Background: an optimization exercise with open tools, aiming at small area, a short achievable clock period and few clock cycles per item. Do not read the settings as production practice.

==> v27 <==
==> flow/design.v (excerpt) <==
module hierarchical_bitmap_find_first (
  input  logic        clk,
  input  logic        rst,
  input  logic        req_valid,
  output logic        req_ready,
  input  logic [2:0]  req_op,
  input  logic [11:0] req_index,
  input  logic        req_value,
  output logic        rsp_valid,
  input  logic        rsp_ready,
  output logic        rsp_bit_state,
  output logic [11:0] rsp_first_index,
  output logic        rsp_is_empty
);
export LEC_CHECK = 0
export CAP_MARGIN = 20
export CORE_MARGIN = 2
export CORE_UTILIZATION = 40
export GPL_TIMING_DRIVEN = 1
export PLACE_DENSITY = 0.55
export SETUP_SLACK_MARGIN = 5
export SLEW_MARGIN = 20
export SYNTH_MEMORY_MAX_BITS = 8192
create_clock -name core_clock -period 10.0 [get_ports {clk}]
run.sh (not shown) runs the stock make flow with config.mk's settings and CLKGATE_MAP_FILE= SYNTH_SCRIPT=/design/flow/synth_recipe.tcl, a recipe that flattens the netlist after the stock synthesis.
==> v36: changes against v27 <==
--- a/flow/design.v
+++ b/flow/design.v
@@ -25,23 +25,26 @@
   input  logic         clk,
   input  logic         all,        
   input  logic         d,          
   input  logic         gsel_w,     
   input  logic [15:0]  wrow,       
   input  logic [15:0]  wcol,       
+  input  logic [15:0]  rrow,       
+  input  logic [15:0]  rcol,       
   input  logic [15:0]  ja,         
   input  logic [15:0]  jb,         
   output logic         nz_any,     
   output logic         nz_two,     
   output logic [15:0]  lw1,        
   output logic [15:0]  lw2,        
   output logic [15:0]  wa,         
-  output logic [15:0]  wb          
+  output logic [15:0]  wb,         
+  output logic         rbit        
 );
   logic [255:0] q;
-  logic [15:0] nz, lwm;
+  logic [15:0] nz, lwm, rw;
   logic [15:0] row_en;
   always_comb begin
     for (int j = 0; j < 16; j++) row_en[j] = all | (gsel_w & wrow[j]);
   end
   always_ff @(posedge clk) begin
     for (int j = 0; j < 16; j++)
@@ -57,61 +60,72 @@
     nz_two = |lwm;
     wa = '0;
     wb = '0;
     for (int j = 0; j < 16; j++) begin
       wa = wa | ({16{ja[j]}} & q[j*16 +: 16]);
       wb = wb | ({16{jb[j]}} & q[j*16 +: 16]);
+      rw[j] = |(rcol & q[j*16 +: 16]);
     end
+    rbit = |(rrow & rw);
   end
 endmodule
 module hbff_ram (
   input  logic          clk,
   input  logic          clr,        
   input  logic          fill,       
   input  logic          fill_value,
   input  logic          we,         
   input  logic [11:0]   wr_index,
   input  logic          wr_value,
+  input  logic [11:0]   rd_index,
+  output logic          rd_bit,
   input  logic [15:0]   ja,
   input  logic [15:0]   jb,
   output logic [15:0]   nz_any,
   output logic [15:0]   nz_two,
   output logic [255:0]   lw1,
   output logic [255:0]   lw2,
   output logic [255:0]   wa,
   output logic [255:0]   wb
 );
   logic        all, d;
-  logic [15:0] gsel_w, wrow, wcol;
+  logic [15:0] gsel_w, wrow, wcol, gsel_r, rrow, rcol, rbit;
   assign all = clr | fill;
   assign d   = ~clr & (fill ? fill_value : wr_value);
   always_comb begin
     for (int i = 0; i < 16; i++) begin
       gsel_w[i] = we & (wr_index[11:8] == i[3:0]);
       wrow[i]   = (wr_index[7:4] == i[3:0]);
       wcol[i]   = (wr_index[3:0] == i[3:0]);
+      gsel_r[i] = (rd_index[11:8] == i[3:0]);
+      rrow[i]   = (rd_index[7:4] == i[3:0]);
+      rcol[i]   = (rd_index[3:0] == i[3:0]);
     end
   end
   for (genvar g = 0; g < 16; g++) begin : grp
     hbff_group u_group (
       .clk    (clk),
       .all    (all),
       .d      (d),
       .gsel_w (gsel_w[g]),
       .wrow   (wrow),
       .wcol   (wcol),
+      .rrow   (rrow),
+      .rcol   (rcol),
       .ja     (ja),
       .jb     (jb),
       .nz_any (nz_any[g]),
       .nz_two (nz_two[g]),
       .lw1    (lw1[g*16 +: 16]),
       .lw2    (lw2[g*16 +: 16]),
       .wa     (wa[g*16 +: 16]),
-      .wb     (wb[g*16 +: 16])
+      .wb     (wb[g*16 +: 16]),
+      .rbit   (rbit[g])
     );
   end
+  assign rd_bit = |(gsel_r & rbit);
 endmodule
 `default_nettype wire
 `timescale 1ns / 1ps
 `default_nettype none
 module hbff_ctrl (
   input  logic        clk,
@@ -130,14 +144,13 @@
   output logic        fill,
   output logic        fill_value,
   output logic        we,
   output logic [11:0] wr_index,
   output logic        wr_value,
   output logic [11:0] rd_index,
-  output logic        freeze,
-  input  logic [15:0] rd_word,
+  input  logic        rd_bit,
   input  logic        f1_valid,
   input  logic [11:0] f1_index,
   input  logic        f2_valid,
   input  logic        f2_unknown,
   input  logic [11:0] f2_index,
   output logic        l_empty,
@@ -158,22 +171,18 @@
   logic        f1v_q, f2v_q, f2u_q;
   logic [11:0] f1_q, f2_q;
   logic        l_pop, l_set0;
   logic        first_v, first_u;
   logic [11:0] first_i;
   logic        is_get, is_set, is_find, is_pop, is_fill;
-  logic        r1_v, r1_get, r1_e;
-  logic [3:0]  r1_gs;
-  logic [11:0] r1_f;
-  logic [15:0] r1_g;
-  logic [13:0] in_d;
-  logic [13:0] qd [4];
-  logic [13:0] qd_next [4];
-  logic [2:0]  qn, qn_next;
-  logic [2:0]  cnt, cnt_next;
-  logic        acc, take;
+  logic [13:0] ex_d;
+  logic        q1_v, q2_v;
+  logic [13:0] o_d, q1_d, q2_d;
+  logic [1:0]  cnt;
+  logic [1:0]  cnt_next;
+  logic        acc, take, shift;
   always_comb begin
     first_u = 1'b0;
     if (l_empty) begin
       first_v = 1'b0;
       first_i = f1_q;
     end else if (l_fill1) begin
@@ -202,13 +211,15 @@
   assign fill       = exec & is_fill;
   assign fill_value = s0_val;
   assign we         = exec & (is_set | (is_pop & first_v));
   assign wr_index   = is_pop ? first_i : s0_idx;
   assign wr_value   = is_set & s0_val;
   assign rd_index   = s0_idx;
-  assign freeze     = s0_v & is_get;
+  assign ex_d = {is_get & rd_bit,
+                 ((is_find | is_pop) & first_v) ? first_i : 12'd0,
+                 (is_find | is_pop) & ~first_v};
   always_ff @(posedge clk) begin
     rst_q <= rst;
     if (rst) begin
       s0_v <= 1'b0;
       s1_v <= 1'b0;
     end else if (!stall) begin
@@ -227,66 +238,66 @@
     end else begin
       s1_v   <= s1_next;
       s1_op  <= req_op;
       s1_idx <= req_index;
       s1_val <= req_value;
     end
-    if (!freeze) begin
-      f1v_q   <= f1_valid;
-      f1_q    <= f1_index;
-      f2v_q   <= f2_valid;
-      f2u_q   <= f2_unknown;
-      f2_q    <= f2_index;
-      l_empty <= rst_q | (exec & is_fill & ~s0_val);
-      l_fill1 <= exec & is_fill & s0_val;
-      l_pop   <= exec & is_pop;
-      l_set0  <= exec & is_set & ~s0_val;
-      l_set1  <= exec & is_set & s0_val;
-      l_idx   <= s0_idx;
-    end
+    f1v_q   <= f1_valid;
+    f1_q    <= f1_index;
+    f2v_q   <= f2_valid;
+    f2u_q   <= f2_unknown;
+    f2_q    <= f2_index;
+    l_empty <= rst_q | (exec & is_fill & ~s0_val);
+    l_fill1 <= exec & is_fill & s0_val;
+    l_pop   <= exec & is_pop;
+    l_set0  <= exec & is_set & ~s0_val;
+    l_set1  <= exec & is_set & s0_val;
+    l_idx   <= s0_idx;
   end
   assign acc   = req_valid & req_ready;
   assign take  = rsp_valid & rsp_ready;
-  assign cnt_next = cnt + {2'b0, acc} - {2'b0, take};
+  assign shift = ~rsp_valid | rsp_ready;
+  assign cnt_next = cnt + {1'b0, acc} - {1'b0, take};
   assign s1_next  = stall & (s1_v | acc);
   always_ff @(posedge clk) begin
-    r1_v   <= exec & ~rst;
-    r1_get <= is_get;
-    r1_gs  <= s0_idx[3:0];
-    r1_f   <= ((is_find | is_pop) & first_v) ? first_i : 12'd0;
-    r1_e   <= (is_find | is_pop) & ~first_v;
-    r1_g   <= rd_word;
-  end
-  assign in_d = {r1_get & r1_g[r1_gs], r1_f, r1_e};
-  always_comb begin
-    for (int i = 0; i < 4; i++) begin
-      if (take) begin
-        if (i + 1 < qn) qd_next[i] = qd[i+1];
-        else            qd_next[i] = in_d;
-      end else begin
-        if (i < qn) qd_next[i] = qd[i];
-        else        qd_next[i] = in_d;
-      end
-    end
-    qn_next = qn + {2'b0, r1_v} - {2'b0, take};
-  end
-  always_ff @(posedge clk) begin
     if (rst) begin
       rsp_valid <= 1'b0;
-      qn        <= 3'd0;
-      cnt       <= 3'd0;
+      q1_v      <= 1'b0;
+      q2_v      <= 1'b0;
+      cnt       <= 2'd0;
       req_ready <= 1'b1;
     end else begin
       cnt       <= cnt_next;
-      req_ready <= (cnt_next != 3'd4) & ~s1_next;
-      qn        <= qn_next;
-      rsp_valid <= (qn_next != 3'd0);
+      req_ready <= (cnt_next != 2'd3) & ~s1_next;
+      if (shift) begin
+        if (q1_v) begin
+          rsp_valid <= 1'b1;
+          o_d       <= q1_d;
+          if (q2_v) begin
+            q1_v <= 1'b1;
+            q1_d <= q2_d;
+            q2_v <= exec;
+            q2_d <= ex_d;
+          end else begin
+            q1_v <= exec;
+            q1_d <= ex_d;
+          end
+        end else begin
+          rsp_valid <= exec;
+          o_d       <= ex_d;
+        end
+      end else if (!q1_v) begin
+        q1_v <= exec;
+        q1_d <= ex_d;
+      end else if (!q2_v) begin
+        q2_v <= exec;
+        q2_d <= ex_d;
+      end
     end
-    for (int i = 0; i < 4; i++) qd[i] <= qd_next[i];
   end
-  assign {rsp_bit_state, rsp_first_index, rsp_is_empty} = qd[0];
+  assign {rsp_bit_state, rsp_first_index, rsp_is_empty} = o_d;
 endmodule
 `default_nettype wire
 `timescale 1ns / 1ps
 `default_nettype none
 module hbff_dp (
   input  logic          clk,
@@ -295,15 +306,12 @@
   input  logic [255:0]   lw1,
   input  logic [255:0]   lw2,
   input  logic [255:0]   wa,
   input  logic [255:0]   wb,
   output logic [15:0]   ja,
   output logic [15:0]   jb,
-  input  logic          freeze,
-  input  logic [11:0]   rd_index,
-  output logic [15:0]   rd_word,
   input  logic          l_empty,    
   input  logic          l_fill1,    
   input  logic          l_set1,     
   input  logic [11:0]   l_idx,
   output logic          f1_valid,
   output logic [11:0]   f1_index,
@@ -330,42 +338,31 @@
       j2b = j2b | ({16{gh2[g]}} & lw1[g*16 +: 16]);
     end
   end
   logic        w1v, w2v;
   logic [15:0] g1q, j1q, g2q, j2q;
   always_ff @(posedge clk) begin
-    if (!freeze) begin
-      w1v <= |gnz;
-      g1q <= gh1;
-      j1q <= j1;
-      w2v <= g1_has2 | (|gh2);
-      g2q <= g1_has2 ? gh1 : gh2;
-      j2q <= g1_has2 ? j2a : j2b;
-    end
+    w1v <= |gnz;
+    g1q <= gh1;
+    j1q <= j1;
+    w2v <= g1_has2 | (|gh2);
+    g2q <= g1_has2 ? gh1 : gh2;
+    j2q <= g1_has2 ? j2a : j2b;
   end
   logic [15:0] a, b, la, lb, am, bm;
   logic [3:0]  fa, sa, fb, sb;
   logic [7:0]  w1b, w2b, iw;
   logic        a1, a2, b1, b2;
   logic        ins, ins_lo, ins_mid;
-  logic [15:0] ga, rg, rj;
-  always_comb begin
-    for (int i = 0; i < 16; i++) begin
-      rg[i] = (rd_index[11:8] == i[3:0]);
-      rj[i] = (rd_index[7:4] == i[3:0]);
-    end
-  end
-  assign ga = freeze ? rg : g1q;
-  assign ja = freeze ? rj : j1q;
+  assign ja = j1q;
   assign jb = j2q;
-  assign rd_word = a;
   always_comb begin
     a = '0;
     b = '0;
     for (int g = 0; g < 16; g++) begin
-      a = a | ({16{ga[g]}} & wa[g*16 +: 16]);
+      a = a | ({16{g1q[g]}} & wa[g*16 +: 16]);
       b = b | ({16{g2q[g]}} & wb[g*16 +: 16]);
     end
     w1b = {hbff_pkg::enc16(g1q), hbff_pkg::enc16(j1q)};
     w2b = {hbff_pkg::enc16(g2q), hbff_pkg::enc16(j2q)};
     la = hbff_pkg::low16(a);
     lb = hbff_pkg::low16(b);
@@ -433,15 +430,13 @@
   output logic        rsp_valid,
   input  logic        rsp_ready,
   output logic        rsp_bit_state,
   output logic [11:0] rsp_first_index,
   output logic        rsp_is_empty
 );
-  logic          clr, fill, fill_value, we, wr_value;
-  logic [15:0]   rd_word;
-  logic          freeze;
+  logic          clr, fill, fill_value, we, wr_value, rd_bit;
   logic [11:0]   wr_index, rd_index;
   logic [15:0]   ja, jb, nz_any, nz_two;
   logic [255:0]   lw1;
   logic [255:0]   lw2;
   logic [255:0]   wa;
   logic [255:0]   wb;
@@ -466,14 +461,13 @@
     .fill            (fill),
     .fill_value      (fill_value),
     .we              (we),
     .wr_index        (wr_index),
     .wr_value        (wr_value),
     .rd_index        (rd_index),
-    .freeze          (freeze),
-    .rd_word         (rd_word),
+    .rd_bit          (rd_bit),
     .f1_valid        (f1_valid),
     .f1_index        (f1_index),
     .f2_valid        (f2_valid),
     .f2_unknown      (f2_unknown),
     .f2_index        (f2_index),
     .l_empty         (l_empty),
@@ -486,12 +480,14 @@
     .clr        (clr),
     .fill       (fill),
     .fill_value (fill_value),
     .we         (we),
     .wr_index   (wr_index),
     .wr_value   (wr_value),
+    .rd_index   (rd_index),
+    .rd_bit     (rd_bit),
     .ja         (ja),
     .jb         (jb),
     .nz_any     (nz_any),
     .nz_two     (nz_two),
     .lw1        (lw1),
     .lw2        (lw2),
@@ -505,15 +501,12 @@
     .lw1        (lw1),
     .lw2        (lw2),
     .wa         (wa),
     .wb         (wb),
     .ja         (ja),
     .jb         (jb),
-    .freeze     (freeze),
-    .rd_index   (rd_index),
-    .rd_word    (rd_word),
     .l_empty    (l_empty),
     .l_fill1    (l_fill1),
     .l_set1     (l_set1),
     .l_idx      (l_idx),
     .f2_unknown (f2_unknown),
     .f1_valid (f1_valid),
CORE_UTILIZATION = 45   (was 40)
PLACE_DENSITY = 0.6   (was 0.55)
==> run notes <==
- v36 failed in 5_1_grt. v27 never finished: it broke off in 5_1_grt on GRT-0232.
- Between v36 and v27, the lower area after synthesis is in v27 (gap 8.9%, measured against v27).
- Against v36, the synthesized cell count of v27 is smaller by about 12%.
==> figures <==
                                                                  v36             v27
Xor and xnor fraction of the mapped netlist area              0.4282%         0.4665%
Clock sink total                                                 4289            4340
Adder-Cell Fraction of Synth Area                             0.3269%         0.3867%
Synthesized netlist net count                                   23553           20760
Post-cts sizing count                                            2046            9246
Post-synthesis register bit count                                4289            4340
HPWL after detailed placement                                 1774 mm         1393 mm
Outcome                                                did not finish  did not finish
Stage where the flow stopped                                  5_1_grt         5_1_grt
Fraction of the mapped netlist area in compound gates          33.45%          27.68%
Row count                                                         273             277
Number of synthesized flops with an enable pin                   4170            4252
Synthesized area                                           0.2495 mm²      0.2291 mm²
Effective utilization at floorplan                             45.15%          40.20%
Die height                                                   748.7 µm        760.8 µm
No functional check of the RTL was part of any run of this note.
